From an optimization exercise on the open Yosys and OpenROAD flow, aimed at small area; shortcuts taken in it are not production practice. The RTL was checked by simulation tests, not by an equivalence proof against the original design. Power is estimated from default activity; no workload was simulated.

==> job 9708 <==
==> flow/design.v (excerpt) <==
module aes_req_arbiter
#(
  parameter int N_REQ      = 4,
  parameter int LATENCY    = 41,
  parameter int FIFO_DEPTH = 8
) (
  input  logic                          clock,
  input  logic                          reset_n,
  input  logic [N_REQ-1:0]              i_req_valid,
  input  logic [N_REQ*BLOCK_W-1:0]      i_req_state,
  input  logic [N_REQ*BLOCK_W-1:0]      i_req_key,
  output logic [N_REQ-1:0]              o_req_ready,
  output logic                          o_core_tx_en,
  output logic [BLOCK_W-1:0]            o_core_state,
  output logic [BLOCK_W-1:0]            o_core_key,
  input  logic                          i_core_tx_en,
  input  logic [BLOCK_W-1:0]            i_core_state,
  output logic                          o_rsp_valid,
  output logic [$clog2(N_REQ)-1:0]      o_rsp_id,
  output logic [BLOCK_W-1:0]            o_rsp_state,
  input  logic                          i_rsp_ready,
  output logic [$clog2(FIFO_DEPTH):0]   o_outstanding,
  output logic                          o_err
);
  localparam int ID_W  = $clog2(N_REQ);
  localparam int CNT_W = $clog2(FIFO_DEPTH) + 1;
  typedef struct packed {
    logic [ID_W-1:0] id;
    logic [BLOCK_W-1:0] state;
  } rsp_entry_t;
  logic [ID_W-1:0]  rr_ptr;
  logic [ID_W-1:0]  gnt_id;
  logic             gnt_any;
  logic             credit_ok;
  logic [BLOCK_W-1:0] gnt_state;
  logic [BLOCK_W-1:0] gnt_key;
  logic [ID_W-1:0]  core_id_q;
  logic             tag_v  [LATENCY];
  logic [ID_W-1:0]  tag_id [LATENCY];
  logic             push;
  logic             pop;
  rsp_entry_t       push_entry;
  rsp_entry_t       head_entry;
  logic             fifo_full;
  logic             fifo_empty;
  logic [CNT_W-1:0] fifo_count;
  logic             unused_fifo_status;
  assign credit_ok = (o_outstanding < CNT_W'(FIFO_DEPTH));
  always_comb begin
    gnt_any     = 1'b0;
    gnt_id      = '0;
    o_req_ready = '0;
    for (int i = 0; i < N_REQ; i++) begin
      int              idx;
      logic [ID_W-1:0] idx_b;
      idx = int'(rr_ptr) + i;
      if (idx >= N_REQ) idx = idx - N_REQ;
      idx_b = ID_W'(idx);
      if (!gnt_any && i_req_valid[idx_b] && credit_ok && reset_n) begin
        gnt_any = 1'b1;
        gnt_id  = idx_b;
      end
    end
  ...
clock: 7.0 ns
lec_check: 0
cap_margin: 20
core_area: 10 10 590 590
die_area: 0 0 600 600
slew_margin: 20
run.sh (not shown) runs the stock make flow with config.mk's settings and CLKGATE_MAP_FILE= SYNTH_SCRIPT=/design/flow/synth_recipe.tcl, a recipe that flattens the netlist after the stock synthesis.
==> inputs of job 194, as changes to job 9708 <==
==> flow/design.v (replaced) <==
package def_pkg;
  localparam int BLOCK_W = 128;
  typedef logic [BLOCK_W-1:0] block;
endpackage
module aes_rsp_fifo
#(
  parameter int DEPTH = 8,
  parameter int WIDTH = 130
) (
  input  logic                     clock,
  input  logic                     reset_n,
  input  logic                     push,
  input  logic [WIDTH-1:0]         push_data,
  input  logic                     pop,
  output logic [WIDTH-1:0]         pop_data,
  output logic                     valid
);
  logic [WIDTH-1:0] mem [DEPTH];
  logic [DEPTH-1:0] wr_oh;
  logic [DEPTH-1:0] rd_oh;
  logic [DEPTH-1:0] rd_next;
  assign rd_next = {rd_oh[DEPTH-2:0], rd_oh[DEPTH-1]};
  always_comb begin
    pop_data = '0;
    for (int i = 0; i < DEPTH; i++)
      pop_data = pop_data | (mem[i] & {WIDTH{rd_oh[i]}});
  end
  always_ff @(posedge clock) begin
    for (int i = 0; i < DEPTH; i++)
      if (push && wr_oh[i]) mem[i] <= push_data;
  end
  always_ff @(posedge clock or negedge reset_n) begin
    if (!reset_n) begin
      wr_oh <= DEPTH'(1);
      rd_oh <= DEPTH'(1);
      valid <= 1'b0;
    end else begin
      if (push) wr_oh <= {wr_oh[DEPTH-2:0], wr_oh[DEPTH-1]};
      if (pop)  rd_oh <= rd_next;
      if (push)                           valid <= 1'b1;
      else if (pop && rd_next == wr_oh)   valid <= 1'b0;
    end
  end
endmodule
import def_pkg::*;
module aes_req_arbiter
#(
  parameter int N_REQ      = 4,
  parameter int LATENCY    = 41,
  parameter int FIFO_DEPTH = 8
) (
  input  logic                          clock,
  input  logic                          reset_n,
  input  logic [N_REQ-1:0]              i_req_valid,
  input  logic [N_REQ*BLOCK_W-1:0]      i_req_state,
  input  logic [N_REQ*BLOCK_W-1:0]      i_req_key,
  output logic [N_REQ-1:0]              o_req_ready,
  output logic                          o_core_tx_en,
  output logic [BLOCK_W-1:0]            o_core_state,
  output logic [BLOCK_W-1:0]            o_core_key,
  input  logic                          i_core_tx_en,
  input  logic [BLOCK_W-1:0]            i_core_state,
  output logic                          o_rsp_valid,
  output logic [$clog2(N_REQ)-1:0]      o_rsp_id,
  output logic [BLOCK_W-1:0]            o_rsp_state,
  input  logic                          i_rsp_ready,
  output logic [$clog2(FIFO_DEPTH):0]   o_outstanding,
  output logic                          o_err
);
  localparam int ID_W  = $clog2(N_REQ);
  localparam int CNT_W = $clog2(FIFO_DEPTH) + 1;
  localparam int PTR_W = $clog2(FIFO_DEPTH);
  logic [ID_W-1:0]    rr_ptr;
  logic [ID_W-1:0]    gnt_id;
  logic               gnt_any;
  logic               credit_ok;
  logic [BLOCK_W-1:0] gnt_state;
  logic [BLOCK_W-1:0] gnt_key;
  logic [LATENCY-1:0] tag_v;
  logic               expect_rsp;
  logic               push;
  logic               pop;
  logic [ID_W-1:0]    iq     [FIFO_DEPTH];
  logic [PTR_W-1:0]   iq_wp;
  logic [PTR_W-1:0]   iq_rp;
  assign credit_ok = ~o_outstanding[CNT_W-1];
  always_comb begin
    gnt_any     = 1'b0;
    gnt_id      = '0;
    o_req_ready = '0;
    for (int i = 0; i < N_REQ; i++) begin
      logic [ID_W-1:0] idx_b;
      idx_b = rr_ptr + ID_W'(i);
      if (!gnt_any && i_req_valid[idx_b] && credit_ok && reset_n) begin
        gnt_any = 1'b1;
        gnt_id  = idx_b;
      end
    end
    if (gnt_any) o_req_ready[gnt_id] = 1'b1;
  end
  logic [N_REQ-1:0] sel;
  always_comb begin
    for (int r = 0; r < N_REQ; r++) begin
      sel[r] = i_req_valid[r];
      for (int k = 1; k < N_REQ; k++) begin
        logic [ID_W-1:0] j;
        logic [ID_W-1:0] span;
        j    = ID_W'(r) - ID_W'(k);
        span = ID_W'(r) - rr_ptr;
        if (ID_W'(k) <= span) sel[r] = sel[r] & ~i_req_valid[j];
      end
    end
  end
  always_comb begin
    gnt_state = '0;
    gnt_key   = '0;
    for (int r = 0; r < N_REQ; r++) begin
      gnt_state = gnt_state | (i_req_state[r*BLOCK_W +: BLOCK_W] & {BLOCK_W{sel[r]}});
      gnt_key   = gnt_key   | (i_req_key[r*BLOCK_W +: BLOCK_W] & {BLOCK_W{sel[r]}});
    end
  end
  always_ff @(posedge clock) begin
    o_core_state <= gnt_state;
    o_core_key   <= gnt_key;
  end
  always_ff @(posedge clock or negedge reset_n) begin
    if (!reset_n) begin
      rr_ptr       <= '0;
      o_core_tx_en <= 1'b0;
      tag_v        <= '0;
    end else begin
      if (gnt_any) rr_ptr <= gnt_id + ID_W'(1);
      o_core_tx_en <= gnt_any;
      tag_v        <= {tag_v[LATENCY-2:0], o_core_tx_en};
    end
  end
  assign expect_rsp = tag_v[LATENCY-1];
  always_ff @(posedge clock) begin
    if (gnt_any) iq[iq_wp] <= gnt_id;
  end
  always_ff @(posedge clock or negedge reset_n) begin
    if (!reset_n) begin
      iq_wp <= '0;
      iq_rp <= '0;
    end else begin
      if (gnt_any)    iq_wp <= iq_wp + PTR_W'(1);
      if (expect_rsp) iq_rp <= iq_rp + PTR_W'(1);
    end
  end
  assign push = i_core_tx_en & expect_rsp;
  assign pop  = o_rsp_valid & i_rsp_ready;
  always_ff @(posedge clock or negedge reset_n) begin
    if (!reset_n) begin
      o_err         <= 1'b0;
      o_outstanding <= '0;
    end else begin
      if (i_core_tx_en != expect_rsp) o_err <= 1'b1;
      if (gnt_any && !pop)      o_outstanding <= o_outstanding + CNT_W'(1);
      else if (!gnt_any && pop) o_outstanding <= o_outstanding - CNT_W'(1);
    end
  end
  aes_rsp_fifo #(
    .DEPTH (FIFO_DEPTH),
    .WIDTH (ID_W + BLOCK_W)
  ) u_rsp_fifo (
    .clock     (clock),
    .reset_n   (reset_n),
    .push      (push),
    .push_data ({iq[iq_rp], i_core_state}),
    .pop       (pop),
    .pop_data  ({o_rsp_id, o_rsp_state}),
    .valid     (o_rsp_valid)
  );
endmodule
==> flow/flow/run.sh (new file) <==
#!/bin/bash
# Standard ORFS layout, with every port buffered by the smallest buffer cell.
set -euo pipefail
export BUFFER_PORTS_ARGS="-buffer_cell sky130_fd_sc_hd__buf_1"
bash standard.sh > standard_flow.log 2>&1
==> flow/standard.sh (new file) <==
#!/bin/bash
# synth_recipe.tcl (not shown) runs the flow's synth.tcl, then flattens the netlist and writes it again
# the make line also repeats each setting of config.mk as NAME=value (left out here)
make -C /OpenROAD-flow-scripts/flow DESIGN_CONFIG=/design/flow/config.mk WORK_HOME=/design/flow/orfs CLKGATE_MAP_FILE= SYNTH_SCRIPT=/design/flow/synth_recipe.tcl "${@:-finish}"
CORE_AREA = 5 5 445 445   (was 10 10 590 590)
CTS_BUF_LIST = sky130_fd_sc_hd__clkbuf_16   (was default)
CTS_CLUSTER_DIAMETER = 120   (was default)
CTS_CLUSTER_SIZE = 22   (was default)
DIE_AREA = 0 0 450 450   (was 0 0 600 600)
removed: flow/run.sh
==> run summary <==
- Fmax: job 9708 is smaller than job 194 (9.7%).
- Against job 194, the sequential power of job 9708 is larger by 26%.
- Against job 9708, the register-to-register slack of job 194 is better by 0.78 ns.
- Of job 9708 and job 194, job 9708 has the higher die area (gap 78%, measured against job 194).
- Between job 194 and job 9708, the lower cell area is in job 194 (gap 34%, measured against job 9708).
- Against job 194, the area after synthesis of job 9708 is larger by 32%.
- In job 194 the first-iteration DRC count is larger than in job 9708, by about 18%.
- Against job 194, the final cell count of job 9708 is higher by 60%.
- Job 9708 passed the timing, DRC and antenna checks. Job 194 completed with no timing, DRC or antenna violations.
- Total power: job 9708 is higher than job 194 (about 100%).
- Against job 9708, the clock skew of job 194 is lower by 0.048 ns.
==> figures <==
| quantity | job 9708 | job 194 |
|---|---|---|
| Combinational group share of total power | 48.8% | 28.5% |
| Met2 wire length | 218 mm | 162 mm |
| Outcome | finished clean | finished clean |
| Clock share of power | 21.9% | 23.7% |
| Relative area of clock buffers and inverters in the final design | 6.57% | 3.91% |
| FF-to-FF path depth | 12 | 7 |
| Setup clock skew after layout | 0.0870 ns | 0.0388 ns |
| Transition time of the tightest slew-check pin | 1.32 ns | 1.34 ns |
| Tap cells | 4,387 | 2,526 |
| Hold Worst Slack | 0.267 ns | 0.350 ns |
| Synthesized-area fraction occupied by ao, oa, aoi and oai cells | 13.9% | 17.6% |
| Global routing met2 resource utilization | 40.2% | 51.8% |
| DRT met1 WL | 183 mm | 150 mm |
| Portion of the layout cell area used by non-clock buffers | 17.8% | 10.6% |
| Power per cell area | 477 nW/um^2 | 350 nW/um^2 |
| Final design area excluding fillers | 93,600 um^2 | 62,100 um^2 |
| Worst r2r dst | o_core_key[95]$_DFF_PN0_ | o_core_key[6]$_DFF_P_ |
| Launch point of the worst hold path | tag_id[18][0]$_DFF_PN0_ | tag_v[5]$_DFF_PN0_ |
| Placeable core area | 334,000 um^2 | 193,000 um^2 |
| Layout-to-synthesis area ratio | 1.395x | 1.225x |
| Power in combinational cells | 21,800 uW | 6180 uW |

==> what the ideal ports hide <==
In the flow no input, the clock included, has a driving cell. The finished layouts below were timed again as built, in two steps.
Step 1, drivers: a clkbuf_16 drives clock and a buf_2 each remaining input, both assumed.
Step 2 times the ports against the registers' clock, not the clock port: input delays grow and output delays shrink by t, the midpoint of the rising clock arrivals with the driver on.
a / b / c = ideal / step 1 / step 2; a / b = the first two.
| run | t, ns | slack for setup (ns) | worst setup path at the end | latest minus earliest clock arrival (ns) | pins driven straight from the clock port |
|---|---|---|---|---|---|
| job 9708 | 0.906 | 0.639 / 0.545 / 0.545 | input to output | 0.098 / 0.097 | 1 |
| job 194 | 0.788 | 1.255 / 1.189 / 1.591 | input to output | 0.059 / 0.059 | 1 |
After both steps every run listed still meets setup and hold. For job 9708, which loses most, drivers alone change the setup slack by -0.094 ns; drivers and shift together by -0.094 ns.
